What follows belongs to an exercise in optimizing a design on an open flow for small area, a short achievable clock period and few clock cycles; a production flow would make more cautious choices. Only simulation tests tie the RTL to the original design; equivalence was not proved. Power is estimated from default activity; no workload was simulated.

## flow/design.v (module list and top-level ports; edited modules follow where they fit)
// module axil_slave_port: 88 lines
// module operand_loader: 108 lines
// module mv_dot: 879 lines
// module result_reader: 17 lines
// module matvec_accel_top: 189 lines
module matvec_accel_top (
  input  logic            clk_main_a0,
  input  logic            rst_main_n_sync,
  input  logic            awvalid,
  input  axil_pkg::addr_t awaddr,
  output logic            awready,
  input  logic            wvalid,
  input  axil_pkg::word_t wdata,
  input  logic [3:0]      wstrb,
  output logic            wready,
  output logic            bvalid,
  output axil_pkg::resp_t bresp,
  input  logic            bready,
  input  logic            arvalid,
  input  axil_pkg::addr_t araddr,
  output logic            arready,
  output logic            rvalid,
  output axil_pkg::word_t rdata,
  output axil_pkg::resp_t rresp,
  input  logic            rready,
  output logic            busy
);
  // ...
==> flow/flow/run.sh <==
#!/bin/bash
set -euo pipefail
bash standard.sh synth > synth.log 2>&1
bash standard.sh SETUP_SLACK_MARGIN=9.2 finish > layout.log 2>&1
==> flow/standard.sh <==
#!/bin/bash
# synth_recipe.tcl (not shown) runs the flow's synth.tcl, then flattens the netlist and writes it again
# the make line also repeats each setting of config.mk as NAME=value (left out here)
make -C /OpenROAD-flow-scripts/flow DESIGN_CONFIG=/design/flow/config.mk WORK_HOME=/design/flow/orfs CLKGATE_MAP_FILE= SYNTH_SCRIPT=/design/flow/synth_recipe.tcl "${@:-finish}"
==> flow/config.mk <==
export PLATFORM = sky130hd
export DESIGN_NAME = matvec_accel_top
export DESIGN_NICKNAME = matvec_accel_top
export VERILOG_FILES = /design/flow/design.v
export SDC_FILE = /design/flow/constraint.sdc
export NUM_CORES = 4
export LEC_CHECK = 0
export ABC_CLOCK_PERIOD_IN_PS = 3800
export CAP_MARGIN = 20
export CORE_MARGIN = 2
export CORE_UTILIZATION = 50
export CTS_CLUSTER_DIAMETER = 100
export CTS_CLUSTER_SIZE = 25
export SLEW_MARGIN = 20
==> flow/constraint.sdc <==
create_clock -name core_clock -period 13.0 [get_ports {clk_main_a0}]
set_input_delay 2.6000 -clock core_clock [delete_from_list [all_inputs] [get_ports {clk_main_a0}]]
set_output_delay 2.6000 -clock core_clock [all_outputs]
set_load 0.01 [all_outputs]
==> summary.md, run 1 <==
| Metric | Value |
|---|---|
| Number of tapcells | `2656` |
| Crit path depth | `1` |
| Main combinational cell family by area after synthesis | `adder cells` |
| H-tree depth | `4` |
| Register area share after synthesis | `0.633` |
| Die Height | `452 um` |
| Routability cong. | `0.921` |
| Adder-cell share of the synthesized area | `0.140` |
| Worst flop-to-flop path endpoint | `g_lane[1].u_dot.s1[6]$_DFF_P_` |
| Routed vias | `52.2k` |
| Buffer and inverter count on the worst path | `1` |
| Commonest non-fill, non-tap cell in the layout | `dfxtp_1` |
| Status | `timing/DRC/antenna clean` |
| Die Wd | `452 um` |
| Final Cycle Share | `0.302` |
| GRT busiest layer | `met2` |
| DR top layer | `met5` |
| Syn. warnings | `5` |
| Drt first pass iters | `6` |
| Cells after DPL | `10.0k` |
| Post-synthesis mux area share | `0.0613` |
| GR Util met2 | `0.395` |
| Startpoint Class | `register` |
| Total negative slack | `0 ps` |
| CTS tree | `done` |
| Area of placed instances | `105000 sq um` |
| Fin. max-slew vios | `0` |
Testbench counts, summed over its fixed seeds: cycles 34,911.
==> inputs of run 2 (changes only) <==
--- a/flow/config.mk
+++ b/flow/config.mk
@@ -10,3 +10,3 @@
 export CORE_MARGIN = 2
-export CORE_UTILIZATION = 50
+export CORE_UTILIZATION = 60
 export CTS_CLUSTER_DIAMETER = 100
==> run 2 against run 1 <==
Still clean on timing, DRC and antenna; combinational power decreased by 3%; clock skew decreased by 5.1 ps; worst setup slack improved by 18 ps; count of clock-buffer cells in the layout increased by 5; first-iteration DRC count increased by 0.59%; flip-flop and latch count unchanged; clock power decreased by 4%; worst hold slack improved by 8.4 ps; synthesized area unchanged; global-route usage increased by 5.0 points; critical path type unchanged; largest power group unchanged.
==> summary.md, run 2 <==
| Metric | Value |
|---|---|
| Routability cong. | `0.953 (+3.5%)` |
| WHS Endpoint | `u_operand_loader.g_ring[1].ring[305]$_DFF_P_` |
| Starting density of the core | `0.603` |
| Dominant synthesized flop cell | `dfxtp_1` |
| Power Dens Cells | `130 nW/um^2` |
| R2R depth | `8` |
| CTS Hold Buffers Added | `0` |
| Finished Layout Cells | `10.0k` |
| Drt first pass iters | `6 (unchanged)` |
| Synth cell types | `57` |
| Top cells by count, synth | `2683 x dfxtp_1, 714 x nand2_1, 689 x fa_1` |
| Worst-path maximum fanout | `2` |
| Register area | `63700 sq um` |
| Area of placed instances | `105000 sq um (-0.49%)` |
| Max incr delay on CP | `370 ps` |
| Final Util | `0.666` |
| Most flops, register | `u_operand_loader.g_ring.ring` |
| Share of the synthesized area in the top cell type | `0.535` |
| Commonest non-fill, non-tap cell in the layout | `dfxtp_1` |
| CP endpoint kind | `primary output` |
| Status | `timing/DRC/antenna clean` |
| HP Class | `reg2reg` |
| Slack of the worst reg-to-reg path | `9180 ps` |
| Post-synth EDFFs | `328` |
| Clk latency of the worst-skew pair | `830 ps` |
| Area Overhead vs Synth | `10.5%` |
| Vias per Instance | `5.27` |
| Layout cell share with drive strength beyond 1 | `0.131` |
| Worst slew pin tran | `1180 ps` |
| Worst path slowest cell | `dfxtp_4` |
| Die Wd | `413 um (-8.6%)` |
| Kind of critical path | `reg2out` |
| Number of nets in the layout | `8525` |
| Initial antenna violation count | `41` |
| Hpwl dp | `182000 um` |
| CTS clk-pin slew, worst paths | `100 ps` |
| CP required | `10400 ps` |
| Total gr overflow | `0` |
| Routed len/inst | `25.9 um` |
| Port Buffers | `140` |
| CP Cell Sequence | `buf_6` |
| Die Height | `413 um (-8.6%)` |
| Routed WL | `259000 um` |
| H-tree depth | `4 (unchanged)` |
| CTS tree | `done` |
| Pin count of the biggest net entering global routing | `124` |
| Core Region | `167000 sq um` |
| Vias in the first global route | `52.9k` |
| Buffer and inverter count on the worst path | `1 (unchanged)` |
| Max-cap violations | `0` |
| TritonCTS Sinks | `3011` |
| Max reg flops | `2304` |
| Post-synthesis cell count | `7349` |
| Fin. max-slew vios | `0 (unchanged)` |
| Routed vias | `52.7k (+1.1%)` |
| First-pass GRT wire length | `368000 um` |
| Final setup violation count | `0` |
| Leak | `43.4 nW` |
| FF+latch count, synth | `3011` |
| Filler cells | `12.3k` |
| Worst R2R Start | `x[13]$_DFFE_PP_` |
| Syn. warnings | `5 (unchanged)` |
| Synthesized area | `100000 sq um` |
| DP Worst Slack | `8080 ps` |
| CTS Buf Count | `140` |
| Post-route cell area | `111000 sq um` |
| Register area share after synthesis | `0.633 (unchanged)` |
| Cell family contributing the most delay on the critical path | `flip-flops` |
| Root Buffer | `clkbuf_16` |
| Total GRT Usage | `0.306` |
| Multi-input logic area | `34100 sq um` |
| Slew headroom | `0.215` |
| Initial DRC count | `4583` |
| Worst flop-to-flop path endpoint | `g_lane[1].u_dot.s1[26]$_DFF_P_` |
| Fin Hold WS | `319 ps` |
| # IOs | `149` |
| DRT antenna net count | `0` |
| Count leader, synth | `dfxtp_1` |
| HP Start | `u_operand_loader.g_ring[1].ring[433]$_DFF_P_` |
| Most frequent cells in the layout | `2612 x dfxtp_1, 709 x nand2_1, 682 x fa_1, 597 x inv_1, 515 x and2_1` |
| Hold depth | `0` |
| Cells after DPL | `9602 (-4.4%)` |
| Largest area contributor in the synthesized netlist | `dfxtp_1` |
| Total Die Area | `171000 sq um` |
| Row Count | `150` |
| Tmin final | `3910 ps` |
| Final worst slack | `9090 ps` |
| Top post-synthesis cells by area | `dfxtp_1 53%, fa_1 14%, edfxtp_1 9.8%, mux2_2 4.2%, xnor2_1 3.3%` |
| Final Cycle Share | `0.300 (-0.00141)` |
| RSZ-0062 raised after global routing | `true` |
| Average size of a mapped cell | `13.7 sq um` |
| Clk_skew | `32.4 ps` |
| Crit path DAT | `1310 ps` |
| DRC viols | `0` |
| Fin. Hold Viols | `0` |
| Total negative slack | `0 ps (unchanged)` |
| Share of flip-flops with an asynchronous set or reset | `0` |
| CTS max path bufs | `3` |
| FMAX | `256 MHz` |
| Design Power | `14.5 mW` |
| Worst vdd ir | `0.000139 V` |
| Startpoint Class | `register` |
==> run 2: cell counts after synthesis <==
No cell type changed its count.
==> run 2: logic make-up after synthesis <==
| kind of cell | after synthesis | synth area share |
|---|---|---|
| flops | 3011 | 0.633 |
| simple gates | 1683 | 0.0831 |
| buf+inv | 797 | 0.0306 |
| fa+ha+maj | 714 | 0.140 |
| mux | 528 | 0.0613 |
| xor+xnor | 504 | 0.0445 |
| compound gates | 111 | 0.00713 |
| other cells | 1 | 0.0000373 |
==> run 2: layout make-up <==
cell class | instances | area share
sequential | 3011 | 0.574
multi-input combinational | 3545 | 0.307
timing repair buffer | 401 | 0.0365
clock buffer | 207 | 0.0349
tap | 2204 | 0.0249
inverter | 605 | 0.0205
clock inverter | 14 | 0.00216
antenna | 17 | 0.000383
==> run 2: worst max-delay path by stage <==
stage                                                    from                            endpoint  slack, ps  depth (start not counted)
final                     u_axil_slave_port.rdata[25]$_DFF_P_                           rdata[25]       9090                          1
after CTS                 u_axil_slave_port.rdata[25]$_DFF_P_                           rdata[25]       9040                          1
after global routing      u_axil_slave_port.rdata[25]$_DFF_P_                           rdata[25]       9040                          1
after floorplan                                    araddr[23]  u_axil_slave_port.rdata[0]$_DFF_P_       8870                          7
after detailed placement                            wdata[26]                  taps_on$_SDFF_PN0_       8080                          8
after global placement                              wdata[27]                  taps_on$_SDFF_PN0_       8020                          8
==> run 2: power by group <==
group / switching, mW / total [mW] / internal, mW
clock: 2.77 / 4.89 / 2.11
sequential: 0.0344 / 9.42 / 9.39
combinational: 0.0923 / 0.156 / 0.0640
total: 2.90 / 14.5 / 11.6
==> run 2: metal layers <==
layer,global-route usage,wire [um],vias to the layer above,part of all wire
met1,0.415,110000,26700,0.42
met2,0.475,116000,1957,0.45
li1,-,-,23500,-
met4,0.138,13900,6,0.054
met3,0.0668,19400,600,0.075
met5,0,42,-,0.00016
==> run 2: timing repair <==
action                                  in CTS  in global routing
cloned                                       1                  1
endpoints found under the setup margin     157                 52
pin swaps                                    9                 23
gates resized for setup                    289                 85
buffers inserted                           127                 35
endpoints found under the hold margin        0                  0
==> inputs of run 3 (changes only) <==
--- a/flow/config.mk
+++ b/flow/config.mk
@@ -10,3 +10,3 @@
 export CORE_MARGIN = 2
-export CORE_UTILIZATION = 60
+export CORE_UTILIZATION = 40
 export CTS_CLUSTER_DIAMETER = 100
==> run 3 against run 2 <==
Non-clock buffer count fell by 50; cell count rose by 11%; worst hold slack got worse by 17 ps; critical endpoint is now rdata[3]; register-to-register slack barely moved; combinational power rose by 6%; worst setup slack got worse by 49 ps; global-route usage fell by 9.6 points; sequential power barely moved; power rose by 1.5%; clock skew rose by 23 ps.
==> summary.md, run 3 <==
| Metric | Value |
|---|---|
| Final Cycle Share | `0.304 (+0.00378)` |
| Post-synth EDFFs | `328 (unchanged)` |
| Total GRT Usage | `0.210 (-0.0962)` |
| CP Cell Sequence | `buf_6` |
| Drt first pass iters | `5 (-1)` |
| Syn. warnings | `5 (unchanged)` |
| Top post-synthesis cells by area | `dfxtp_1 53%, fa_1 14%, edfxtp_1 9.8%, mux2_2 4.2%, xnor2_1 3.3%` |
| DRC viols | `0 (unchanged)` |
| Startpoint Class | `register` |
| Share of flip-flops with an asynchronous set or reset | `0 (unchanged)` |
| TritonCTS Sinks | `3011 (unchanged)` |
| Row Count | `183 (+22%)` |
| Status | `timing/DRC/antenna clean` |
| Share of the synthesized area in the top cell type | `0.535 (unchanged)` |
| Routed len/inst | `24.2 um (-6.6%)` |
| Most frequent cells in the layout | `2624 x dfxtp_1, 710 x nand2_1, 684 x fa_1, 603 x inv_1, 520 x and2_1` |
| First-pass GRT wire length | `384000 um (+4.3%)` |
| CTS tree | `done` |
| Worst R2R Start | `u_operand_loader.g_ring[1].ring[40]$_DFF_P_` |
| Die Height | `505 um (+22%)` |
| Total negative slack | `0 ps (unchanged)` |
| Starting density of the core | `0.403 (-0.199)` |
| Power Dens Cells | `131 nW/um^2 (+0.48%)` |
| Max incr delay on CP | `370 ps (about the same)` |
| Count leader, synth | `dfxtp_1` |
| Initial antenna violation count | `44 (+7.3%)` |
| Clk latency of the worst-skew pair | `870 ps (+40 ps)` |
| Most flops, register | `u_operand_loader.g_ring.ring` |
| Average size of a mapped cell | `13.7 sq um (unchanged)` |
| CTS Hold Buffers Added | `0 (unchanged)` |
| R2R depth | `8 (unchanged)` |
| Dominant synthesized flop cell | `dfxtp_1` |
| HP Class | `reg2reg` |
| CTS Buf Count | `145 (+3.6%)` |
| Core Region | `249000 sq um (+49%)` |
| Port Buffers | `140 (unchanged)` |
| Worst-path maximum fanout | `2 (unchanged)` |
| CTS max path bufs | `3 (unchanged)` |
| Max-cap violations | `0 (unchanged)` |
| Final worst slack | `9050 ps (-49.1 ps)` |
| Die Wd | `505 um (+22%)` |
| DP Worst Slack | `8170 ps (+84.5 ps)` |
| Slew headroom | `0.275 (+0.0607)` |
| Top cells by count, synth | `2683 x dfxtp_1, 714 x nand2_1, 689 x fa_1` |
| HP Start | `u_operand_loader.g_ring[0].ring[977]$_DFF_P_` |
| # IOs | `149 (unchanged)` |
| Fin. max-slew vios | `0 (unchanged)` |
| Hold depth | `0 (unchanged)` |
| Routed WL | `268000 um (+3.5%)` |
| Routability cong. | `0.920 (-3.5%)` |
| Cell family contributing the most delay on the critical path | `flip-flops` |
| Register area share after synthesis | `0.633 (unchanged)` |
| Crit path DAT | `1350 ps (+40 ps)` |
| Initial DRC count | `4327 (-5.6%)` |
| Leak | `43.3 nW (-0.30%)` |
| Post-synthesis cell count | `7349 (unchanged)` |
| Fin. Hold Viols | `0 (unchanged)` |
| Buffer and inverter count on the worst path | `1 (unchanged)` |
| Root Buffer | `clkbuf_16` |
| Max reg flops | `2304 (unchanged)` |
| Worst vdd ir | `0.000154 V (+11%)` |
| Vias in the first global route | `53.8k (+1.7%)` |
| Commonest non-fill, non-tap cell in the layout | `dfxtp_1` |
| Crit path depth | `1 (unchanged)` |
| FMAX | `253 MHz (-1.2%)` |
| Number of nets in the layout | `8480 (-0.53%)` |
| Synthesized area | `100000 sq um (unchanged)` |
| Routed vias | `52.3k (-0.72%)` |
| DRT antenna net count | `0 (unchanged)` |
| CP required | `10400 ps (about the same)` |
| FF+latch count, synth | `3011 (unchanged)` |
| Hpwl dp | `188000 um (+3.0%)` |
| Total Die Area | `255000 sq um (+49%)` |
| Worst slew pin tran | `1080 ps (-101 ps)` |
| RSZ-0062 raised after global routing | `true` |
| Worst path slowest cell | `dfxtp_4` |
| CP endpoint kind | `primary output` |
| Vias per Instance | `4.72 (-10%)` |
| Kind of critical path | `reg2out` |
| Area Overhead vs Synth | `11.6%` |
| H-tree depth | `4 (unchanged)` |
| Synth cell types | `57 (unchanged)` |
| Final setup violation count | `0 (unchanged)` |
| Layout cell share with drive strength beyond 1 | `0.124 (-0.00648)` |
| Largest area contributor in the synthesized netlist | `dfxtp_1` |
| Clk_skew | `54.9 ps (+22.6 ps)` |
| Tmin final | `3950 ps (+49.1 ps)` |
| Total gr overflow | `0 (unchanged)` |
| CTS clk-pin slew, worst paths | `110 ps (about the same)` |
| Pin count of the biggest net entering global routing | `129 (+4.0%)` |
| Critical Path Source | `u_axil_slave_port.rdata[3]$_DFF_P_` |
==> run 3: per-layer routing <==
layer	GRT usage	wire length [um]	vias up
li1	-	-	23400
met1	0.287	117000	26700
met2	0.331	121000	1774
met3	0.0376	17800	488
met4	0.0827	11500	8
met5	0	50	-
==> run 3: final timing paths <==
path	end	slack [ps]
worst max-delay path	rdata[3]	9050
worst min-delay path	u_operand_loader.g_ring[0].ring[849]$_DFF_P_	300
worst max register to register	g_lane[1].u_dot.s1[26]$_DFF_P_	9180
worst min register to register	u_operand_loader.g_ring[0].ring[849]$_DFF_P_	300
==> run 3: repair_timing <==
item	in CTS	in global routing
pin swaps	6	18
gates resized for setup	284	43
cloned	1	0
setup endpoints to repair	89	51
setup buffers	100	4
==> run 3: kinds of logic (layout without fill, tap and decap cells) <==
kind of cell / count (synthesis) / count (layout) / synth area share
DFF: 3011 / 3011 / 0.633
other: 1 / 18 / 0.0000373
buffers and inverters: 797 / 1182 / 0.0306
adders and majority gates: 714 / 714 / 0.140
xor gates and xnor gates: 504 / 504 / 0.0445
muxes: 528 / 528 / 0.0613
AOI/OAI and AO/OA: 111 / 111 / 0.00713
and+or+nand+nor: 1683 / 1684 / 0.0831
==> run 3: where the power goes <==
part	leakage [nW]	internal [mW]	switching (mW)	total, mW
combinational	16.6	0.0651	0.0999	0.165
clock	2.08	2.19	2.91	5.10
sequential	24.7	9.39	0.0286	9.42
total	43.3	11.6	3.04	14.7
==> run 3: final cells by class <==
| cell class | count | area, sq um |
|---|---|---|
| repair buffers | 351 | 3600 |
| flip-flops and latches | 3011 | 63600 |
| clock inverters | 25 | 352 |
| well taps | 3330 | 4170 |
| clock buffers | 201 | 3950 |
| fillers | 22500 | 137000 |
| multi-input cells | 3545 | 34100 |
| diodes | 14 | 35.0 |
| inverters | 605 | 2270 |
==> run 3: metrics by stage <==
step	hold slack (ps)	util	area (sq um)	std cells	power (mW)
final	302	0.450	112000	11100	14.7
after global routing	316	0.450	112000	11100	15.2
after CTS	303	0.449	112000	11100	14.8
after detailed placement	312	0.426	106000	10700	9.80
after global placement	309	0.426	106000	10700	9.79
after floorplan	310	-	101000	7352	9.68
==> module axil_slave_port, before the edit <==
module axil_slave_port (
  input  logic            clk_main_a0,
  input  logic            rst_main_n_sync,
  input  logic            awvalid,
  input  axil_pkg::addr_t awaddr,
  output logic            awready,
  input  logic            wvalid,
  input  axil_pkg::word_t wdata,
  input  logic [3:0]      wstrb,
  output logic            wready,
  output logic            bvalid,
  output axil_pkg::resp_t bresp,
  input  logic            bready,
  input  logic            arvalid,
  input  axil_pkg::addr_t araddr,
  output logic            arready,
  output logic            rvalid,
  output axil_pkg::word_t rdata,
  output axil_pkg::resp_t rresp,
  input  logic            rready,
  output logic            wr_done,
  output logic            wr_hit_now,
  output logic            wr_nz_now,
  output logic            data_wr,
  output axil_pkg::word_t data_wdata,
  output logic            data_rd,
  input  axil_pkg::word_t rd_word,
  input  logic            rd_hold
);
  logic aw_hs, w_hs, b_hs, ar_hs;
  logic aw_have, w_have;
  logic aw_hit, ar_hit;
  logic wr_hit_q;
  axil_pkg::word_t rd_value, rdata_held;
  logic wr_fire;
  axil_pkg::word_t wd_q;
  assign bresp = axil_pkg::RESP_OKAY;
  assign rresp = axil_pkg::RESP_OKAY;
  assign aw_hs   = awvalid && awready;
  assign w_hs    = wvalid && wready;
  assign b_hs    = bvalid && bready;
  assign aw_have = !awready || aw_hs;
  assign w_have  = !wready || w_hs;
  assign wr_done = aw_have && w_have && !bvalid;
  assign aw_hit     = (awaddr == axil_pkg::DATA_REG_ADDR);
  assign wr_hit_now = aw_hs ? aw_hit : wr_hit_q;
  assign wr_nz_now  = w_hs ? (wdata != '0) : (wd_q != '0);
  always_ff @(posedge clk_main_a0) begin
    if (!rst_main_n_sync) begin
      awready <= 1'b1;
      wready  <= 1'b1;
      bvalid  <= 1'b0;
      wr_fire <= 1'b0;
    end else begin
      awready <= b_hs || (awready && !aw_hs);
      wready  <= b_hs || (wready && !w_hs);
      bvalid  <= wr_done || (bvalid && !bready);
      wr_fire <= wr_done;
    end
  end
  always_ff @(posedge clk_main_a0) begin
    if (aw_hs) begin
      wr_hit_q <= aw_hit;
    end
    if (w_hs) begin
      wd_q <= wdata;
    end
  end
  assign data_wr    = wr_fire && wr_hit_q;
  assign data_wdata = wd_q;
  assign ar_hs   = arvalid && arready;
  assign ar_hit  = (araddr == axil_pkg::DATA_REG_ADDR);
  assign data_rd = ar_hs && ar_hit;
  always_ff @(posedge clk_main_a0) begin
    if (!rst_main_n_sync) begin
      arready <= 1'b1;
      rvalid  <= 1'b0;
    end else begin
      arready <= !(ar_hs || (rvalid && !rready) || rd_hold);
      rvalid  <= ar_hs || (rvalid && !rready);
    end
  end
  assign rd_value = ar_hit ? rd_word : axil_pkg::UNIMPL_VALUE;
  always_ff @(posedge clk_main_a0) begin
    rdata_held <= ar_hs ? rd_value : rdata;
    rdata      <= ar_hs ? rd_value : rdata_held;
  end
endmodule
==> inputs of run 4 (changes only) <==
--- a/flow/design.v
+++ b/flow/design.v
@@ -91,6 +91,6 @@
   always_ff @(posedge clk_main_a0) begin
-    if (aw_hs) begin
+    if (awready) begin
       wr_hit_q <= aw_hit;
     end
-    if (w_hs) begin
+    if (wready) begin
       wd_q <= wdata;
@@ -114,4 +114,4 @@
   always_ff @(posedge clk_main_a0) begin
-    rdata_held <= ar_hs ? rd_value : rdata;
-    rdata      <= ar_hs ? rd_value : rdata_held;
+    rdata_held <= arready ? rd_value : rdata;
+    rdata      <= arready ? rd_value : rdata_held;
   end
--- a/flow/config.mk
+++ b/flow/config.mk
@@ -10,3 +10,3 @@
 export CORE_MARGIN = 2
-export CORE_UTILIZATION = 40
+export CORE_UTILIZATION = 50
 export CTS_CLUSTER_DIAMETER = 100
==> run 4 against run 3 <==
Largest cell class unchanged; power rose by 0.40%; die area is 20% lower; cell count fell by 5.7%; utilization grew 11 points; count of clock-buffer cells in the layout is 3 lower; sequential share of layout area rose by 0.31 points.
==> summary.md, run 4 <==
| Metric | Value |
|---|---|
| Dominant synthesized flop cell | `dfxtp_1` |
| Filler cells | `16.4k (-27%)` |
| CP required | `10400 ps (about the same)` |
| Post-synth EDFFs | `329 (+0.30%)` |
| Average size of a mapped cell | `13.6 sq um (-0.25%)` |
| Max reg flops | `2304 (unchanged)` |
| Share of flip-flops with an asynchronous set or reset | `0 (unchanged)` |
| Routed WL | `257000 um (-4.2%)` |
| Max-cap violations | `0 (unchanged)` |
| CTS clk-pin slew, worst paths | `90 ps (-20 ps)` |
| Syn. warnings | `5 (unchanged)` |
| Slack of the worst reg-to-reg path | `9230 ps (+50 ps)` |
| FF+latch count, synth | `3011 (unchanged)` |
| Area Overhead vs Synth | `11.1%` |
| TritonCTS Sinks | `3011 (unchanged)` |
| Drt first pass iters | `5 (unchanged)` |
| Synthesized area | `100000 sq um (about the same)` |
| Pin count of the biggest net entering global routing | `73 (-43%)` |
| Post-synthesis cell count | `7364 (+0.20%)` |
| Starting density of the core | `0.503 (+0.0996)` |
| Vias per Instance | `4.98 (+5.4%)` |
| Final Cycle Share | `0.313 (+0.00839)` |
| FMAX | `246 MHz (-2.7%)` |
| Worst path slowest cell | `dfxtp_4` |
| Routed len/inst | `24.6 um (+1.6%)` |
| Synth cell types | `59 (+3.5%)` |
| RSZ-0062 raised after global routing | `true` |
| CP Cell Sequence | `buf_12 > buf_6` |
| Hpwl dp | `183000 um (-2.5%)` |
| Routability cong. | `0.909 (-1.2%)` |
| Clk_skew | `60.8 ps (+5.87 ps)` |
| Final worst slack | `8940 ps (-109 ps)` |
| CTS max path bufs | `3 (unchanged)` |
| Root Buffer | `clkbuf_16` |
| Startpoint Class | `register` |
| Final setup violation count | `0 (unchanged)` |
| Layout cell share with drive strength beyond 1 | `0.130 (+0.00605)` |
| Most frequent cells in the layout | `2610 x dfxtp_1, 720 x nand2_1, 682 x fa_1, 611 x inv_1, 510 x and2_1` |
| DRC viols | `0 (unchanged)` |
| Status | `timing/DRC/antenna clean` |
| CTS Buf Count | `143 (-1.4%)` |
| H-tree depth | `4 (unchanged)` |
| Initial antenna violation count | `32 (-27%)` |
| Cells after DPL | `10.1k (-6.4%)` |
| Most flops, register | `u_operand_loader.g_ring.ring` |
| Slew headroom | `0.195 (-0.0803)` |
| Total gr overflow | `0 (unchanged)` |
| Area of placed instances | `105000 sq um (-0.91%)` |
| Total GRT Usage | `0.254 (+0.0438)` |
| CP endpoint kind | `primary output` |
| Finished Layout Cells | `10.4k (-5.7%)` |
| Top cells by count, synth | `2682 x dfxtp_1, 723 x nand2_1, 689 x fa_1` |
| Fin. max-slew vios | `0 (unchanged)` |
| Die Height | `452 um (-10%)` |
| DP Worst Slack | `7990 ps (-175 ps)` |
| Worst-path maximum fanout | `2 (unchanged)` |
| Fin. Hold Viols | `0 (unchanged)` |
| Multi-input logic area | `34000 sq um (-0.28%)` |
| Routed vias | `52.0k (-0.67%)` |
| Tmin final | `4060 ps (+109 ps)` |
| HP Class | `reg2reg` |
| Total negative slack | `0 ps (unchanged)` |
| Power Dens Cells | `132 nW/um^2 (+0.90%)` |
| Worst slew pin tran | `1210 ps (+130 ps)` |
| Initial DRC count | `3794 (-12%)` |
| Commonest non-fill, non-tap cell in the layout | `dfxtp_1` |
| Kind of critical path | `reg2out` |
| Port Buffers | `140 (unchanged)` |
| First-pass GRT wire length | `371000 um (-3.3%)` |
| Leak | `42.9 nW (-0.89%)` |
| Total Die Area | `204000 sq um (-20%)` |
| Top post-synthesis cells by area | `dfxtp_1 53%, fa_1 14%, edfxtp_1 9.8%, mux2_2 4.2%, xnor2_1 3.4%` |
| Post-route cell area | `112000 sq um (-0.50%)` |
| Worst vdd ir | `0.000126 V (-18%)` |
| # IOs | `149 (unchanged)` |
| Register area | `63700 sq um (about the same)` |
| Count leader, synth | `dfxtp_1` |
| Core Region | `200000 sq um (-20%)` |
| Row Count | `164 (-10%)` |
| Number of nets in the layout | `8517 (+0.44%)` |
| Die Wd | `452 um (-10%)` |
| Crit path DAT | `1460 ps (+110 ps)` |
| Clk latency of the worst-skew pair | `870 ps (about the same)` |
| Vias in the first global route | `53.8k (+0.0037%)` |
| Share of the synthesized area in the top cell type | `0.535 (about the same)` |
| Max incr delay on CP | `360 ps (about the same)` |
| DRT antenna net count | `0 (unchanged)` |
| Largest area contributor in the synthesized netlist | `dfxtp_1` |
| CTS tree | `done` |
| Register area share after synthesis | `0.633 (about the same)` |
[run 4: changes by cell type after synthesis, sizes merged, moves of 13 or more]
cell,before,now
a21o,17,1
o21ai,35,48
nor2b,136,120
a21oi,21,34
buf,71,40
clkbuf,121,151
[run 4: cell type report]
class / count / share of cell area
Tap cell: 2656 / 0.0298
Multi-Input combinational cell: 3547 / 0.305
Timing Repair inverter: 1 / 0.0000449
Clock inverter: 29 / 0.00469
Clock buffer: 198 / 0.0342
Timing Repair Buffer: 374 / 0.0345
Antenna cell: 14 / 0.000314
Sequential cell: 3011 / 0.571
Inverter: 618 / 0.0209
[run 4: cells by family after synthesis]
group           synth area share
mux                       0.0613
simple gates              0.0829
flops                      0.633
fa+ha+maj                  0.141
xor+xnor                  0.0446
compound gates           0.00677
other cells            0.0000374
buf+inv                   0.0306
[run 4: layer usage]
metal  share of wire  up-vias  wire (um)  track usage
met2            0.46     1535     118000        0.403
met4           0.037        8       9390       0.0898
met3           0.065      400      16800       0.0497
met5         0.00024        -         62            0
met1            0.44    26600     113000        0.348
li1                -    23500          -            -
[run 4: final timing paths]
check	start	end	cells past startpoint
worst max-delay path	u_axil_slave_port.arready$_SDFF_PN1_	arready	2
worst min register to register	u_operand_loader.g_ring[0].ring[929]$_DFF_P_	u_operand_loader.g_ring[0].ring[801]$_DFF_P_	0
worst max register to register	x[75]$_DFFE_PP_	g_lane[0].u_dot.s1[35]$_DFF_P_	12
worst min-delay path	u_operand_loader.g_ring[0].ring[929]$_DFF_P_	u_operand_loader.g_ring[0].ring[801]$_DFF_P_	0
[run 4: what timing repair did]
item / CTS / global route
setup buffers: 126 / 23
cloned: 2 / 2
hold buffers: 0 / 0
resized for setup: 302 / 46
endpoints found under the setup margin: 98 / 60
pin swaps: 5 / 21
[run 4: power by group]
group          switching, mW  leakage (nW)  total, mW  internal [mW]
combinational          0.126          16.2      0.210         0.0840
sequential            0.0467          24.6       9.45           9.41
clock                   2.91          2.09       5.08           2.17
[run 4: critical path, delay by kind of cell, from the launching register on]
family | cells | cell delay (ps)
buffers and inverters | 2 | 230
flip-flops | 1 | 360
[run 4: stage by stage]
stage                     utilization  total power, mW  hold slack (ps)
after CTS                       0.557             14.9              283
after floorplan                     -             9.72              310
final                           0.559             14.7              292
after global routing            0.559             15.2              303
after global placement          0.527             9.86              310
after detailed placement        0.527             9.87              312
Testbench counts of run 4, summed over its fixed seeds: cycles 34,911.
==> module matvec_accel_top, before the edit <==
module matvec_accel_top (
  input  logic            clk_main_a0,
  input  logic            rst_main_n_sync,
  input  logic            awvalid,
  input  axil_pkg::addr_t awaddr,
  output logic            awready,
  input  logic            wvalid,
  input  axil_pkg::word_t wdata,
  input  logic [3:0]      wstrb,
  output logic            wready,
  output logic            bvalid,
  output axil_pkg::resp_t bresp,
  input  logic            bready,
  input  logic            arvalid,
  input  axil_pkg::addr_t araddr,
  output logic            arready,
  output logic            rvalid,
  output axil_pkg::word_t rdata,
  output axil_pkg::resp_t rresp,
  input  logic            rready,
  output logic            busy
);
  localparam int EW = matvec_pkg::ELEM_W;
  localparam int L  = matvec_pkg::LANES;
  localparam int D  = matvec_pkg::DEPTH;
  localparam int K1 = matvec_pkg::DIM - 2 * L;
  localparam int KL = matvec_pkg::DIM - K1;
  logic  wr_done, wr_hit_now, wr_nz_now;
  logic  data_wr;
  axil_pkg::word_t data_wdata;
  logic  data_rd;
  axil_pkg::word_t rd_word;
  logic  last_word, last_vec_word, cnt_wr;
  logic  [3:0] vec_we;
  localparam int RW = matvec_pkg::DIM * EW;
  logic [L*RW-1:0] head, tail;
  logic  start, tap;
  logic  armed, rd_hold;
  logic  spec_go, spec_a, spec_b, abort;
  logic  [3:0] ring_ph, base_m1;
  logic  sw_lo, sw_hi;
  logic  taps_on;
  logic  [3:0] ph;
  logic  v2, v3;
  logic  [2:0] g2;
  logic  last_pass;
  matvec_pkg::iter_t iter_left;
  matvec_pkg::vec_t x;
  matvec_pkg::vec_t ny, ny_d;
  logic [L*EW-1:0] y_all;
  axil_slave_port u_axil_slave_port (
    .clk_main_a0     (clk_main_a0),
    .rst_main_n_sync (rst_main_n_sync),
    .awvalid         (awvalid),
    .awaddr          (awaddr),
    .awready         (awready),
    .wvalid          (wvalid),
    .wdata           (wdata),
    .wstrb           (wstrb),
    .wready          (wready),
    .bvalid          (bvalid),
    .bresp           (bresp),
    .bready          (bready),
    .arvalid         (arvalid),
    .araddr          (araddr),
    .arready         (arready),
    .rvalid          (rvalid),
    .rdata           (rdata),
    .rresp           (rresp),
    .rready          (rready),
    .wr_done         (wr_done),
    .wr_hit_now      (wr_hit_now),
    .wr_nz_now       (wr_nz_now),
    .data_wr         (data_wr),
    .data_wdata      (data_wdata),
    .data_rd         (data_rd),
    .rd_word         (rd_word),
    .rd_hold         (rd_hold)
  );
  operand_loader u_operand_loader (
    .clk_main_a0     (clk_main_a0),
    .rst_main_n_sync (rst_main_n_sync),
    .data_wr         (data_wr),
    .data_wdata      (data_wdata),
    .ph              (ring_ph),
    .base_m1         (base_m1),
    .last_word       (last_word),
    .last_vec_word   (last_vec_word),
    .vec_we          (vec_we),
    .vec             (x),
    .cnt_wr          (cnt_wr),
    .head            (head),
    .tail            (tail)
  );
  result_reader u_result_reader (
    .clk_main_a0     (clk_main_a0),
    .rst_main_n_sync (rst_main_n_sync),
    .data_rd         (data_rd),
    .result          (ny),
    .rd_word         (rd_word)
  );
  assign start     = wr_done && wr_hit_now && wr_nz_now && last_word;
  assign tap       = taps_on && (ph != 4'(D));
  assign last_pass = (iter_left == matvec_pkg::iter_t'(1));
  logic taps_on_c, go;
  assign go        = (ring_ph == base_m1);
  assign spec_go   = wr_done && wr_hit_now && last_vec_word && go && !taps_on && !armed;
  assign abort     = spec_b && !start;
  assign taps_on_c = (taps_on && !(tap && ph == 4'(D-1) && last_pass) && !abort) || (armed && go);
  always_ff @(posedge clk_main_a0) begin
    if (!rst_main_n_sync) begin
      busy    <= 1'b0;
      taps_on <= 1'b0;
      armed   <= 1'b0;
      v2      <= 1'b0;
      v3      <= 1'b0;
      spec_a  <= 1'b0;
      spec_b  <= 1'b0;
      sw_lo   <= 1'b0;
      sw_hi   <= 1'b0;
    end else begin
      v2      <= tap && !abort;
      v3      <= v2 && !abort;
      spec_a  <= spec_go;
      spec_b  <= spec_a;
      sw_lo   <= v2 && g2 == 3'(D-2);
      sw_hi   <= v2 && g2 == 3'(D-1);
      taps_on <= taps_on_c || (start && go && !spec_b) || spec_go;
      armed   <= (armed && !go) || (start && !go && !spec_b);
      busy    <= start || armed || ((taps_on_c || tap) && !spec_a && !spec_b);
    end
  end
  assign rd_hold = v2 && !tap;
  always_ff @(posedge clk_main_a0) begin
    if (go) begin
      ph <= '0;
    end else begin
      ph <= (ph == 4'(D)) ? 4'd0 : ph + 4'd1;
    end
  end
  always_ff @(posedge clk_main_a0) begin
    g2 <= ph[2:0];
    if (cnt_wr) begin
      iter_left <= data_wdata;
    end else if (tap && ph == 4'(D-1)) begin
      iter_left <= iter_left - 1'b1;
    end
  end
  for (genvar q = 0; q < L; q++) begin : g_lane
    mv_dot u_dot (
      .clk_main_a0 (clk_main_a0),
      .a1          (head[q*RW +: K1*EW]),
      .x1          (x[0 +: K1*EW]),
      .a2          (tail[q*RW + K1*EW +: KL*EW]),
      .x2          (x[K1*EW +: KL*EW]),
      .y           (y_all[q*EW +: EW])
    );
  end
  assign ny_d = {y_all, ny[matvec_pkg::DIM*EW-1 : L*EW]};
  logic ny_rst_n;
  always_ff @(posedge clk_main_a0) begin
    ny_rst_n <= rst_main_n_sync;
  end
  always_ff @(posedge clk_main_a0) begin
    if (!ny_rst_n) begin
      ny <= '0;
    end else if (v3) begin
      ny <= ny_d;
    end
  end
  for (genvar w = 0; w < 4; w++) begin : g_vec_word
    logic sw;
    logic [31:0] nxt;
    if (32*w < K1*EW) begin : g_lo
      assign sw  = sw_lo;
      assign nxt = ny_d[L*EW + 32*w +: 32];
    end else begin : g_hi
      assign sw  = sw_hi;
      assign nxt = ny_d[32*w +: 32];
    end
    always_ff @(posedge clk_main_a0) begin
      if (vec_we[w]) begin
        x[32*w +: 32] <= data_wdata;
      end else if (sw) begin
        x[32*w +: 32] <= nxt;
      end
    end
  end
endmodule
==> inputs of run 5 (changes only) <==
--- a/flow/design.v
+++ b/flow/design.v
@@ -63,2 +63,3 @@
   logic wr_hit_q;
+  logic rd_cap;
   axil_pkg::word_t rd_value, rdata_held;
@@ -91,6 +92,6 @@
   always_ff @(posedge clk_main_a0) begin
-    if (awready) begin
+    if (aw_hs) begin
       wr_hit_q <= aw_hit;
     end
-    if (wready) begin
+    if (w_hs) begin
       wd_q <= wdata;
@@ -107,2 +108,3 @@
       rvalid  <= 1'b0;
+      rd_cap  <= 1'b1;
     end else begin
@@ -110,2 +112,3 @@
       rvalid  <= ar_hs || (rvalid && !rready);
+      rd_cap  <= !(ar_hs || (rvalid && !rready));
     end
@@ -114,4 +117,4 @@
   always_ff @(posedge clk_main_a0) begin
-    rdata_held <= arready ? rd_value : rdata;
-    rdata      <= arready ? rd_value : rdata_held;
+    rdata_held <= rd_cap ? rd_value : rdata;
+    rdata      <= rd_cap ? rd_value : rdata_held;
   end
@@ -1179,2 +1182,3 @@
   matvec_pkg::vec_t ny, ny_d;
+  matvec_pkg::vec_t rd_src;
   logic [L*EW-1:0] y_all;
@@ -1228,3 +1232,3 @@
     .data_rd         (data_rd),
-    .result          (ny),
+    .result          (rd_src),
     .rd_word         (rd_word)
@@ -1259,6 +1263,6 @@
       armed   <= (armed && !go) || (start && !go && !spec_b);
-      busy    <= start || armed || ((taps_on_c || tap) && !spec_a && !spec_b);
+      busy    <= start || armed || (taps_on_c && !spec_a && !spec_b);
     end
   end
-  assign rd_hold = v2 && !tap;
+  assign rd_hold = tap && ph == 4'(D-1) && last_pass;
   always_ff @(posedge clk_main_a0) begin
@@ -1289,2 +1293,3 @@
   assign ny_d = {y_all, ny[matvec_pkg::DIM*EW-1 : L*EW]};
+  assign rd_src = v3 ? ny_d : ny;
   logic ny_rst_n;
==> flow/flow/run.sh (replaced) <==
#!/bin/bash
set -euo pipefail
bash standard.sh synth > synth.log 2>&1
bash standard.sh SETUP_SLACK_MARGIN=9.35 "BUFFER_PORTS_ARGS=-buffer_cell sky130_fd_sc_hd__buf_2" finish > layout.log 2>&1
==> run 5 against run 4 <==
Power down 0.39%; clock power about the same; first-iteration DRC count up 17%; worst hold slack better by 14 ps; highest routed layer unchanged; non-clock buffer count up 18; sequential share of layout area down 0.57 points; clock skew down 14 ps; routed wire length up 1.6%; via count up 0.82%; fmax up 3.1%; global-route usage down 0.16 points; still clean.
==> summary.md, run 5 <==
| Metric | Value |
|---|---|
| Adder-cell share of the synthesized area | `0.140 (-0.000777)` |
| Int Power | `11.6 mW (-0.17%)` |
| Layout cell share with drive strength beyond 1 | `0.157 (+0.0266)` |
| Xor/xnor share of the synthesized area | `0.0444 (-0.000185)` |
| Hpwl dp | `189000 um (+3.1%)` |
| Synth Area in Compound Gates | `0.00935 (+0.00258)` |
| Main combinational cell family by area after synthesis | `adder cells` |
| Clock Power Share | `0.348 (+0.003)` |
| Synthesized area | `101000 sq um (+0.56%)` |
| Worst path slowest cell | `dfxtp_4` |
| Count leader, synth | `dfxtp_1` |
| Final setup violation count | `0 (unchanged)` |
| Top post-synthesis cells by area | `dfxtp_1 53%, fa_1 14%, edfxtp_1 9.8%, mux2_2 4.2%, and2_1 4.1%` |
| Vias per Instance | `4.98 (+0.19%)` |
| Worst R2R Start | `x[56]$_DFFE_PP_` |
| Post-synthesis mux area share | `0.0608 (-0.000513)` |
| DRC viols | `0 (unchanged)` |
| Crit path depth | `1 (-1)` |
| CTS Buf Count | `146 (+2.1%)` |
| R2R depth | `10 (-2)` |
| Routed vias | `52.4k (+0.82%)` |
| Routability cong. | `0.941 (+3.5%)` |
| Worst vdd ir | `0.000139 V (+10%)` |
| CP endpoint kind | `primary output` |
| Clk_skew | `46.5 ps (-14.3 ps)` |
| Worst slew pin tran | `1210 ps (+6.75 ps)` |
| RSZ-0062 raised after global routing | `true` |
| Final Util | `0.563 (+0.00399)` |
| Port Buffers | `140 (unchanged)` |
| H-tree depth | `4 (unchanged)` |
| Root Buffer | `clkbuf_16` |
| HP Class | `reg2reg` |
| Starting density of the core | `0.504 (+0.00124)` |
| Routed len/inst | `24.8 um (+0.94%)` |
| Routed WL | `261000 um (+1.6%)` |
| Total gr overflow | `0 (unchanged)` |
| Max reg flops | `2304 (unchanged)` |
| Pin count of the biggest net entering global routing | `129 (+77%)` |
| Share of flip-flops with an asynchronous set or reset | `0 (unchanged)` |
| Tmin final | `3940 ps (-121 ps)` |
| Most frequent cells in the layout | `2617 x dfxtp_1, 650 x inv_1, 644 x and2_1, 629 x fa_1, 582 x nand2_1` |
| FMAX | `254 MHz (+3.1%)` |
| Max incr delay on CP | `380 ps (+20 ps)` |
| Initial DRC count | `4439 (+17%)` |
| Slew headroom | `0.191 (-0.00450)` |
| Syn. warnings | `5 (unchanged)` |
| Kind of critical path | `reg2out` |
| Average size of a mapped cell | `13.7 sq um (+0.28%)` |
| Clk latency of the worst-skew pair | `860 ps (about the same)` |
| Final Cycle Share | `0.303 (-0.00931)` |
| Share of the synthesized area in the top cell type | `0.532 (-0.00256)` |
| Comb power frac | `0.010 (-0.004)` |
| DP Worst Slack | `7970 ps (-15.5 ps)` |
| Synth cell types | `55 (-6.8%)` |
| Leak | `43.8 nW (+2.1%)` |
| Fin. max-slew vios | `0 (unchanged)` |
| CTS tree | `done` |
| HP Start | `u_operand_loader.g_ring[0].ring[913]$_DFF_P_` |
| Die Wd | `453 um (+0.28%)` |
| TritonCTS Sinks | `3012 (+0.033%)` |
| CP required | `10400 ps (about the same)` |
| Startpoint Class | `register` |
| Total GRT Usage | `0.252 (-0.00159)` |
| Flop pwr share | `0.642 (about the same)` |
| Post-synthesis cell count | `7384 (+0.27%)` |
| Vias in the first global route | `52.6k (-2.2%)` |
| Hold depth | `0 (unchanged)` |
| Status | `timing/DRC/antenna clean` |
| Post-synth EDFFs | `328 (-0.30%)` |
| Max-cap violations | `0 (unchanged)` |
| Dominant synthesized flop cell | `dfxtp_1` |
| Total Die Area | `205000 sq um (+0.55%)` |
| Drt first pass iters | `5 (unchanged)` |
| Top cells by count, synth | `2684 x dfxtp_1, 689 x fa_1, 668 x inv_1` |
| Crit path DAT | `1340 ps (-120 ps)` |
| Switching Share | `0.208 (-0.00174)` |
| # IOs | `149 (unchanged)` |
| Row Count | `164 (unchanged)` |
| FF+latch count, synth | `3012 (+0.033%)` |
| Most flops, register | `u_operand_loader.g_ring.ring` |
| Core Region | `200000 sq um (+0.31%)` |
| Critical Path Source | `u_axil_slave_port.rdata[15]$_DFF_P_` |
| DRT antenna net count | `0 (unchanged)` |
| Register area share after synthesis | `0.630 (-0.00340)` |
| CP Cell Sequence | `buf_6` |
| Number of nets in the layout | `8567 (+0.59%)` |
| Commonest non-fill, non-tap cell in the layout | `dfxtp_1` |
| CTS max path bufs | `3 (unchanged)` |
| Cell family contributing the most delay on the critical path | `flip-flops` |
| Largest area contributor in the synthesized netlist | `dfxtp_1` |
| Power Dens Cells | `130 nW/um^2 (-1.4%)` |
| Worst-path maximum fanout | `2 (unchanged)` |
| Initial antenna violation count | `46 (+44%)` |
| First-pass GRT wire length | `368000 um (-0.80%)` |
| Simple-gate area share of the yosys netlist | `0.0839 (+0.00107)` |
| CTS clk-pin slew, worst paths | `100 ps (about the same)` |
| Die Height | `453 um (+0.28%)` |
| Final worst slack | `9060 ps (+121 ps)` |
| Area Overhead vs Synth | `11.6%` |
| Buffer and inverter count on the worst path | `1 (-1)` |
| Total negative slack | `0 ps (unchanged)` |
| Switching power | `3.05 mW (-1.2%)` |
| Fin. Hold Viols | `0 (unchanged)` |
run 5: cell families after synthesis:
logic type,count (synthesis)
AOI/OAI and AO/OA,150
buffers and inverters,850
adders and majority gates,714
other,1
and+or+nand+nor,1629
DFF,3012
muxes,527
xor gates and xnor gates,501
run 5: worst paths after layout:
path                            slack [ps]                                           end
worst max register to register        9190                g_lane[1].u_dot.s1[26]$_DFF_P_
worst min-delay path                   310  u_operand_loader.g_ring[0].ring[785]$_DFF_P_
worst max-delay path                  9060                                     rdata[15]
worst min register to register         310  u_operand_loader.g_ring[0].ring[785]$_DFF_P_
run 5: through the flow:
step	area [sq um]	power (mW)	hold slack, ps	cells
after global routing	113000	15.2	310	10500
after floorplan	101000	9.69	310	7387
final	113000	14.7	306	10500
after global placement	105000	9.78	309	10100
after detailed placement	105000	9.79	312	10100
after CTS	112000	14.8	311	10400
run 5: per-layer routing:
metal	part of all wire	track usage	vias to the layer above
met4	0.045	0.103	4
met2	0.45	0.397	1608
met5	0.000061	0	-
met1	0.44	0.350	26800
met3	0.066	0.0397	406
li1	-	-	23600
run 5: power groups by stage:
stage	clock network [mW]	registers [mW]	logic (mW)
2_1_floorplan	0	9.63	0.0567
3_3_place_gp	0	9.65	0.133
3_5_place_dp	0	9.64	0.141
4_1_cts	5.25	9.43	0.147
5_1_grt	5.58	9.43	0.158
6_report	5.11	9.43	0.149
run 5: final cells by class:
cell class / count / area (sq um)
sequential: 3012 / 63700
multi-input combinational: 3525 / 34900
timing repair inverter: 1 / 5.00
timing repair buffer: 392 / 3790
tap: 2656 / 3320
fill: 16500 / 87600
clock buffer: 197 / 3870
antenna: 34 / 85.1
inverter: 668 / 2510
clock inverter: 29 / 529
run 5: repair_timing:
action / CTS / global route
setup buffers: 122 / 40
hold buffers: 0 / 0
setup endpoints to repair: 134 / 103
gates cloned: 1 / 2
gates resized for setup: 172 / 132
pin swaps: 28 / 79
Testbench counts of run 5, summed over its fixed seeds: cycles 34,751.
==> inputs of run 6 (changes only) <==
==> flow/flow/run.sh (replaced) <==
#!/bin/bash
set -euo pipefail
bash standard.sh synth > synth.log 2>&1
bash standard.sh SETUP_SLACK_MARGIN=9.05 "BUFFER_PORTS_ARGS=-buffer_cell sky130_fd_sc_hd__buf_2" finish > layout.log 2>&1
==> run 6 against run 5 <==
Synthesized area is the same; worst setup slack gained 2.4 ps; flip-flop and latch count unchanged; die area unchanged; worst hold slack gained 1.6 ps; cell count is 0.72% lower; via count decreased by 0.52%; design area decreased by 1.4%.
==> summary.md, run 6 <==
| Metric | Value |
|---|---|
| FF+latch count, synth | `3012 (unchanged)` |
| RSZ-0062 raised after global routing | `true` |
| CTS max path bufs | `3 (unchanged)` |
| Row Count | `164 (unchanged)` |
| CTS clk-pin slew, worst paths | `90 ps (about the same)` |
| Routed len/inst | `24.8 um (+0.20%)` |
| Die Height | `453 um (unchanged)` |
| Starting density of the core | `0.504 (unchanged)` |
| Area Overhead vs Synth | `10.0%` |
| Average size of a mapped cell | `13.7 sq um (unchanged)` |
| Fin Hold WS | `307 ps (+1.64 ps)` |
| Synth cell types | `55 (unchanged)` |
| Routed vias | `52.1k (-0.52%)` |
| Total GRT Usage | `0.255 (+0.00309)` |
| Slew headroom | `0.250 (+0.0590)` |
| Kind of critical path | `reg2reg` |
| Core Region | `200000 sq um (unchanged)` |
| Max incr delay on CP | `670 ps (+290 ps)` |
| Worst R2R Start | `x[5]$_DFFE_PP_` |
| CP Cell Sequence | `and2_1 > fa_1 > inv_1 > fa_1 > fa_1 > fa_1 > inv_1 > fa_1` |
| CP endpoint kind | `register` |
| Syn. warnings | `5 (unchanged)` |
| FMAX | `254 MHz (about the same)` |
| Worst vdd ir | `0.000136 V (-2.4%)` |
| Commonest non-fill, non-tap cell in the layout | `dfxtp_1` |
| Layout cell share with drive strength beyond 1 | `0.132 (-0.0249)` |
| Max-cap violations | `0 (unchanged)` |
| Multi-input logic area | `34500 sq um (-1.1%)` |
| Register area | `63600 sq um (about the same)` |
| Synth Area in Compound Gates | `0.00935 (unchanged)` |
| Crit path DAT | `4620 ps (+3280 ps)` |
| H-tree depth | `4 (unchanged)` |
| First-pass GRT wire length | `372000 um (+1.2%)` |
| Largest area contributor in the synthesized netlist | `dfxtp_1` |
| Routability cong. | `0.914 (-2.9%)` |
| Top cells by count, synth | `2684 x dfxtp_1, 689 x fa_1, 668 x inv_1` |
| Pin count of the biggest net entering global routing | `129 (unchanged)` |
| Hold depth | `0 (unchanged)` |
| Power Dens Cells | `132 nW/um^2 (+1.0%)` |
| Initial DRC count | `4545 (+2.4%)` |
| Routed WL | `259000 um (-0.52%)` |
| Worst slew pin tran | `1130 ps (-88.6 ps)` |
| Synthesized area | `101000 sq um (unchanged)` |
| Status | `timing/DRC/antenna clean` |
| Drt first pass iters | `5 (unchanged)` |
| Number of nets in the layout | `8503 (-0.75%)` |
| Total negative slack | `0 ps (unchanged)` |
| DRT antenna net count | `0 (unchanged)` |
| Port Buffers | `140 (unchanged)` |
| Adder-cell share of the synthesized area | `0.140 (unchanged)` |
| Worst path slowest cell | `edfxtp_1` |
| Worst flop-to-flop path endpoint | `g_lane[1].u_dot.s1[26]$_DFF_P_` |
| Leak | `43.1 nW (-1.6%)` |
| R2R depth | `8 (-2)` |
| Vias in the first global route | `52.4k (-0.41%)` |
| Clk_skew | `52.9 ps (+6.41 ps)` |
| HP Class | `reg2reg` |
| Startpoint Class | `register` |
| Count leader, synth | `dfxtp_1` |
| Clk latency of the worst-skew pair | `860 ps (about the same)` |
| Post-synth EDFFs | `328 (unchanged)` |
| Worst-path maximum fanout | `7 (+5)` |
| Share of flip-flops with an asynchronous set or reset | `0 (unchanged)` |
| Die Wd | `453 um (unchanged)` |
| Xor/xnor share of the synthesized area | `0.0444 (unchanged)` |
| Filler cells | `16.7k (+1.1%)` |
| Final Cycle Share | `0.303 (about the same)` |
| Total gr overflow | `0 (unchanged)` |
| Total Die Area | `205000 sq um (unchanged)` |
| CP required | `13680 ps (+3280 ps)` |
| Initial antenna violation count | `38 (-17%)` |
| Most frequent cells in the layout | `2638 x dfxtp_1, 686 x fa_1, 667 x inv_1, 655 x and2_1, 587 x nand2_1` |
| Tmin final | `3940 ps (-2.44 ps)` |
| Fin. Hold Viols | `0 (unchanged)` |
| CTS Buf Count | `143 (-2.1%)` |
| Most frequent CP cell | `fa_1` |
| Main combinational cell family by area after synthesis | `adder cells` |
| Root Buffer | `clkbuf_16` |
| TritonCTS Sinks | `3012 (unchanged)` |
| Register area share after synthesis | `0.630 (unchanged)` |
| Slack of the worst reg-to-reg path | `9060 ps (-130 ps)` |
| # IOs | `149 (unchanged)` |
| Hpwl dp | `188000 um (-0.37%)` |
| Post-synthesis cell count | `7384 (unchanged)` |
| Top post-synthesis cells by area | `dfxtp_1 53%, fa_1 14%, edfxtp_1 9.8%, mux2_2 4.2%, and2_1 4.1%` |
| Dominant synthesized flop cell | `dfxtp_1` |
| HP Start | `u_operand_loader.g_ring[0].ring[184]$_DFF_P_` |
| Final Util | `0.555 (-0.00807)` |
| Simple-gate area share of the yosys netlist | `0.0839 (unchanged)` |
| Max reg flops | `2304 (unchanged)` |
| WHS Endpoint | `u_operand_loader.g_ring[0].ring[56]$_DFF_P_` |
| Share of the synthesized area in the top cell type | `0.532 (unchanged)` |
| Vias per Instance | `4.99 (+0.21%)` |
| DRC viols | `0 (unchanged)` |
| Most flops, register | `u_operand_loader.g_ring.ring` |
| Post-synthesis mux area share | `0.0608 (unchanged)` |
| Final setup violation count | `0 (unchanged)` |
| Fin. max-slew vios | `0 (unchanged)` |
| CTS tree | `done` |
## run 6: cell counts after synthesis
No cell type changed its count.
## run 6: worst max-delay path by stage
stage,depth (start not counted),startpoint,to
after floorplan,7,awaddr[4],taps_on$_SDFF_PN0_
after global placement,8,araddr[7],u_axil_slave_port.rdata[30]$_DFF_P_
after detailed placement,8,araddr[7],u_axil_slave_port.rdata[30]$_DFF_P_
after CTS,1,u_axil_slave_port.rdata[31]$_DFF_P_,rdata[31]
after global routing,1,u_axil_slave_port.rdata[5]$_DFF_P_,rdata[5]
final,8,x[5]$_DFFE_PP_,g_lane[1].u_dot.s1[26]$_DFF_P_
## run 6: timing repair
item                                    in CTS  in global routing
buffers inserted                            76                  9
gates resized for setup                     98                  8
hold buffers                                 0                  0
pin swaps                                    4                  6
endpoints found under the setup margin      55                 52
## run 6: final cells by class
| class | count | share of cell area |
|---|---|---|
| flip-flops and latches | 3012 | 0.573 |
| multi-input cells | 3525 | 0.311 |
| clock buffers | 201 | 0.0350 |
| well taps | 2656 | 0.0299 |
| repair buffers | 332 | 0.0248 |
| inverters | 668 | 0.0226 |
| clock inverters | 24 | 0.00350 |
| diodes | 20 | 0.000451 |
## run 6: cells by family (layout without fill, tap and decap cells)
group                    after synthesis  in the layout
adder cells (fa/ha/maj)              714            714
multiplexers                         527            527
flip-flops                          3012           3012
XOR/XNOR                             501            501
other                                  1             24
buffers and inverters                850           1225
AO/OA/AOI/OAI                        150            150
AND/OR/NAND/NOR                     1629           1629
## run 6: where the power goes
| group | internal, mW | switching (mW) |
|---|---|---|
| Sequential | 9.40 | 0.0219 |
| Clock | 2.16 | 2.88 |
| Combinational | 0.0514 | 0.109 |
| Total | 11.6 | 3.01 |
## run 6: per-stage QoR
step                      std cells  worst slack (ps)  area, sq um  total power [mW]
after floorplan                7387              8880       101000              9.69
after CTS                     10400              8980       111000              14.8
final                         10400              9060       111000              14.6
after global routing          10400              9000       111000              15.1
after global placement        10100              8100       105000              9.79
after detailed placement      10100              8040       105000              9.79
## run 6: worst max-delay path, delay by kind of cell (launching register included)
family | cells | cell delay (ps)
fa+ha+maj | 5 | 2740
flops | 1 | 670
simple gates | 1 | 280
buf+inv | 2 | 130
## run 6: per-layer routing
metal  GRT usage  up-vias  routed length [um]
met5           0        -                  47
met4      0.0932        6               10100
met3      0.0379      404               15800
met2       0.391     1568              115000
met1       0.369    26700              118000
li1            -    23500                   -
==> inputs of run 7 (changes only) <==
==> flow/flow/run.sh (replaced) <==
#!/bin/bash
set -euo pipefail
bash standard.sh synth > synth.log 2>&1
bash standard.sh SETUP_SLACK_MARGIN=9.2 "BUFFER_PORTS_ARGS=-buffer_cell sky130_fd_sc_hd__buf_2" finish > layout.log 2>&1
==> run 7 against run 6 <==
Largest cell class unchanged; worst setup slack worse by 17 ps; fmax is 0.42% lower; clock skew is 5.8 ps lower; cell count is 0.40% higher; synthesized cell count stayed put; power hardly changed; count of clock-buffer cells in the layout is 4 higher; non-clock buffer count is 37 higher; sequential share of layout area is 0.34 points lower.
==> summary.md, run 7 <==
| Metric | Value |
|---|---|
| Status | `timing/DRC/antenna clean` |
| Max reg flops | `2304 (unchanged)` |
| Clk_skew | `47.2 ps (-5.77 ps)` |
| Routed WL | `261000 um (+0.82%)` |
| FMAX | `253 MHz (-0.42%)` |
| Number of nets in the layout | `8542 (+0.46%)` |
| Vias in the first global route | `53.4k (+1.9%)` |
| Synthesized area | `101000 sq um (unchanged)` |
| Count leader, synth | `dfxtp_1` |
| Max incr delay on CP | `400 ps (-270 ps)` |
| Routed len/inst | `24.9 um (+0.41%)` |
| Worst path slowest cell | `dfxtp_4` |
| Port Buffers | `140 (unchanged)` |
| Adder-cell share of the synthesized area | `0.140 (unchanged)` |
| Dominant synthesized flop cell | `dfxtp_1` |
| Max-cap violations | `0 (unchanged)` |
| Total gr overflow | `0 (unchanged)` |
| Buffer and inverter count on the worst path | `1 (-1)` |
| Final setup violation count | `0 (unchanged)` |
| Cells after DPL | `10.1k (-0.099%)` |
| Tmin final | `3960 ps (+16.6 ps)` |
| Synth Area in Compound Gates | `0.00935 (unchanged)` |
| GRT busiest layer | `met2` |
| HP Class | `reg2reg` |
| # IOs | `149 (unchanged)` |
| Drt first pass iters | `5 (unchanged)` |
| Kind of critical path | `reg2out` |
| Hold depth | `0 (unchanged)` |
| Layout cell share with drive strength beyond 1 | `0.141 (+0.00879)` |
| Worst slew pin tran | `1050 ps (-73.9 ps)` |
| Crit path DAT | `1360 ps (-3260 ps)` |
| R2R depth | `9 (+1)` |
| Power Dens Cells | `131 nW/um^2 (-0.58%)` |
| Top cells by count, synth | `2684 x dfxtp_1, 689 x fa_1, 668 x inv_1` |
| Top post-synthesis cells by area | `dfxtp_1 53%, fa_1 14%, edfxtp_1 9.8%, mux2_2 4.2%, and2_1 4.1%` |
| Vias per Instance | `5.01 (+0.24%)` |
| Clk latency of the worst-skew pair | `840 ps (-20 ps)` |
| Routability cong. | `0.910 (-0.44%)` |
| DRC viols | `0 (unchanged)` |
| CTS tree | `done` |
| Share of the synthesized area in the top cell type | `0.532 (unchanged)` |
| Finished Layout Cells | `10.5k (+0.40%)` |
| Final Cycle Share | `0.304 (+0.00128)` |
| Main combinational cell family by area after synthesis | `adder cells` |
| Post-synth EDFFs | `328 (unchanged)` |
| Total GRT Usage | `0.256 (+0.000533)` |
| Area Overhead vs Synth | `10.7%` |
| Total Die Area | `205000 sq um (unchanged)` |
| Total negative slack | `0 ps (unchanged)` |
| Initial DRC count | `4267 (-6.1%)` |
| TritonCTS Sinks | `3012 (unchanged)` |
| CTS clk-pin slew, worst paths | `100 ps (about the same)` |
| Simple-gate area share of the yosys netlist | `0.0839 (unchanged)` |
| CP Cell Sequence | `buf_6` |
| Most frequent cells in the layout | `2625 x dfxtp_1, 681 x fa_1, 662 x inv_1, 651 x and2_1, 585 x nand2_1` |
| Fin. max-slew vios | `0 (unchanged)` |
| Met3 Track Usage GR | `0.0492 (+0.0113)` |
| Largest area contributor in the synthesized netlist | `dfxtp_1` |
| Synth cell types | `55 (unchanged)` |
| Register area share after synthesis | `0.630 (unchanged)` |
| Pin count of the biggest net entering global routing | `129 (unchanged)` |
| GR Util met2 | `0.399 (+0.00712)` |
| FF+latch count, synth | `3012 (unchanged)` |
| Commonest non-fill, non-tap cell in the layout | `dfxtp_1` |
| Post-synthesis cell count | `7384 (unchanged)` |
| Leak | `43.5 nW (+0.92%)` |
| CP endpoint kind | `primary output` |
| Starting density of the core | `0.504 (unchanged)` |
| Most flops, register | `u_operand_loader.g_ring.ring` |
| Row Count | `164 (unchanged)` |
| CP required | `10400 ps (-3280 ps)` |
| First-pass GRT wire length | `373000 um (+0.26%)` |
| Worst-path maximum fanout | `2 (-5)` |
| Fin. Hold Viols | `0 (unchanged)` |
| Routed vias | `52.5k (+0.64%)` |
| Xor/xnor share of the synthesized area | `0.0444 (unchanged)` |
| GRT met1 Usage | `0.349 (-0.0198)` |
| CTS Buf Count | `144 (+0.70%)` |
| CTS max path bufs | `3 (unchanged)` |
| Average size of a mapped cell | `13.7 sq um (unchanged)` |
| Die Wd | `453 um (unchanged)` |
| Worst vdd ir | `0.000152 V (+12%)` |
| Post-synthesis mux area share | `0.0608 (unchanged)` |
| DRT antenna net count | `0 (unchanged)` |
| Cell family contributing the most delay on the critical path | `flip-flops` |
| Hpwl dp | `188000 um (+0.20%)` |
| H-tree depth | `4 (unchanged)` |
| Root Buffer | `clkbuf_16` |
| Core Region | `200000 sq um (unchanged)` |
| Syn. warnings | `5 (unchanged)` |
| Initial antenna violation count | `55 (+45%)` |
| Share of flip-flops with an asynchronous set or reset | `0 (unchanged)` |
| Startpoint Class | `register` |
| Die Height | `453 um (unchanged)` |
| Crit path depth | `1 (-7)` |
| RSZ-0062 raised after global routing | `true` |
| Slew headroom | `0.299 (+0.0493)` |
==> run 7: logic make-up after synthesis <==
family | after synthesis
AOI/OAI and AO/OA | 150
muxes | 527
buffers and inverters | 850
DFF | 3012
and+or+nand+nor | 1629
adders and majority gates | 714
other | 1
xor gates and xnor gates | 501
==> run 7: area by class of cell <==
type                       count  area (sq um)
fill                       16600         88500
sequential                  3012         63700
multi-input combinational   3525         34600
clock buffer                 205          3950
timing repair buffer         369          3330
tap                         2656          3320
inverter                     668          2510
clock inverter                23           355
antenna                       21          52.6
timing repair inverter         1          5.00
==> run 7: what timing repair did <==
item	in CTS	in global routing
hold buffers	0	0
gates resized for setup	116	50
endpoints found under the hold margin	0	0
gates cloned	0	4
buffers inserted	115	13
pin swaps	7	31
setup endpoints to repair	89	58
==> run 7: final timing paths <==
check	slack, ps	startpoint	to
hold / removal	290	u_operand_loader.g_ring[1].ring[554]$_DFF_P_	u_operand_loader.g_ring[1].ring[426]$_DFF_P_
setup reg to reg	9150	x[76]$_DFFE_PP_	g_lane[1].u_dot.s1[26]$_DFF_P_
hold reg to reg	290	u_operand_loader.g_ring[1].ring[554]$_DFF_P_	u_operand_loader.g_ring[1].ring[426]$_DFF_P_
setup / recovery	9040	u_axil_slave_port.rdata[15]$_DFF_P_	rdata[15]
==> run 7: per-layer routing <==
metal,wire (um),vias to the layer above
li1,-,23600
met1,111000,26600
met2,117000,1828
met3,19700,470
met4,13100,6
met5,46,-
==> run 7: stage by stage <==
| step | total power [mW] | cell area [sq um] | util | worst slack, ps | hold WS [ps] |
|---|---|---|---|---|---|
| after CTS | 14.8 | 111000 | 0.556 | 8970 | 285 |
| after detailed placement | 9.79 | 105000 | 0.526 | 8190 | 312 |
| after floorplan | 9.69 | 101000 | - | 8880 | 310 |
| after global placement | 9.78 | 105000 | 0.526 | 8200 | 310 |
| final | 14.6 | 112000 | 0.558 | 9040 | 289 |
| after global routing | 15.1 | 112000 | 0.558 | 8980 | 288 |
==> run 7: report_power, final <==
| part | internal, mW | leakage, nW | switching (mW) |
|---|---|---|---|
| clock network | 2.18 | 2.07 | 2.87 |
| logic | 0.0513 | 16.8 | 0.0974 |
| registers | 9.40 | 24.6 | 0.0315 |
| total | 11.6 | 43.5 | 3.00 |

==> re-timing with driven ports <==
The flow's constraints put no driver on any port. The routed layouts listed below were extracted and timed again, unchanged, in two steps. Step 1, drivers: a clkbuf_16 drives clk_main_a0 and a buf_2 each remaining input, both assumed. Step 2 moves the port delays by t, midway between the first and last clock arrival at a register: inputs arrive t later, outputs are due t later. That takes back most of the time a late clock gives input paths. a / b / c = ideal ports / drivers / drivers and shift; a / b = the first two.
run | shift t [ns] | setup slack, ns | latest minus earliest clock arrival (ns) | worst register clock-pin slew, ns | cell pins on the clock port's net
run 1 | 0.925 | 9.076 / 8.980 / 8.349 | 0.046 / 0.046 | 0.11 / 0.11 | 1
run 2 | 0.912 | 9.094 / 8.998 / 8.370 | 0.034 / 0.034 | 0.11 / 0.11 | 1
run 3 | 0.928 | 9.045 / 8.954 / 8.323 | 0.073 / 0.073 | 0.11 / 0.11 | 1
run 4 | 0.936 | 8.936 / 8.842 / 8.419 | 0.065 / 0.065 | 0.11 / 0.11 | 1
run 5 | 0.931 | 9.057 / 8.960 / 8.386 | 0.050 / 0.050 | 0.11 / 0.11 | 1
run 6 | 0.911 | 9.059 / 8.979 / 8.309 | 0.053 / 0.054 | 0.11 / 0.11 | 1
run 7 | 0.908 | 9.043 / 8.958 / 8.466 | 0.055 / 0.056 | 0.11 / 0.11 | 1
After both steps every run listed still meets setup and hold. For run 6, which loses most, drivers alone change the setup slack by -0.080 ns; drivers and shift together by -0.750 ns.
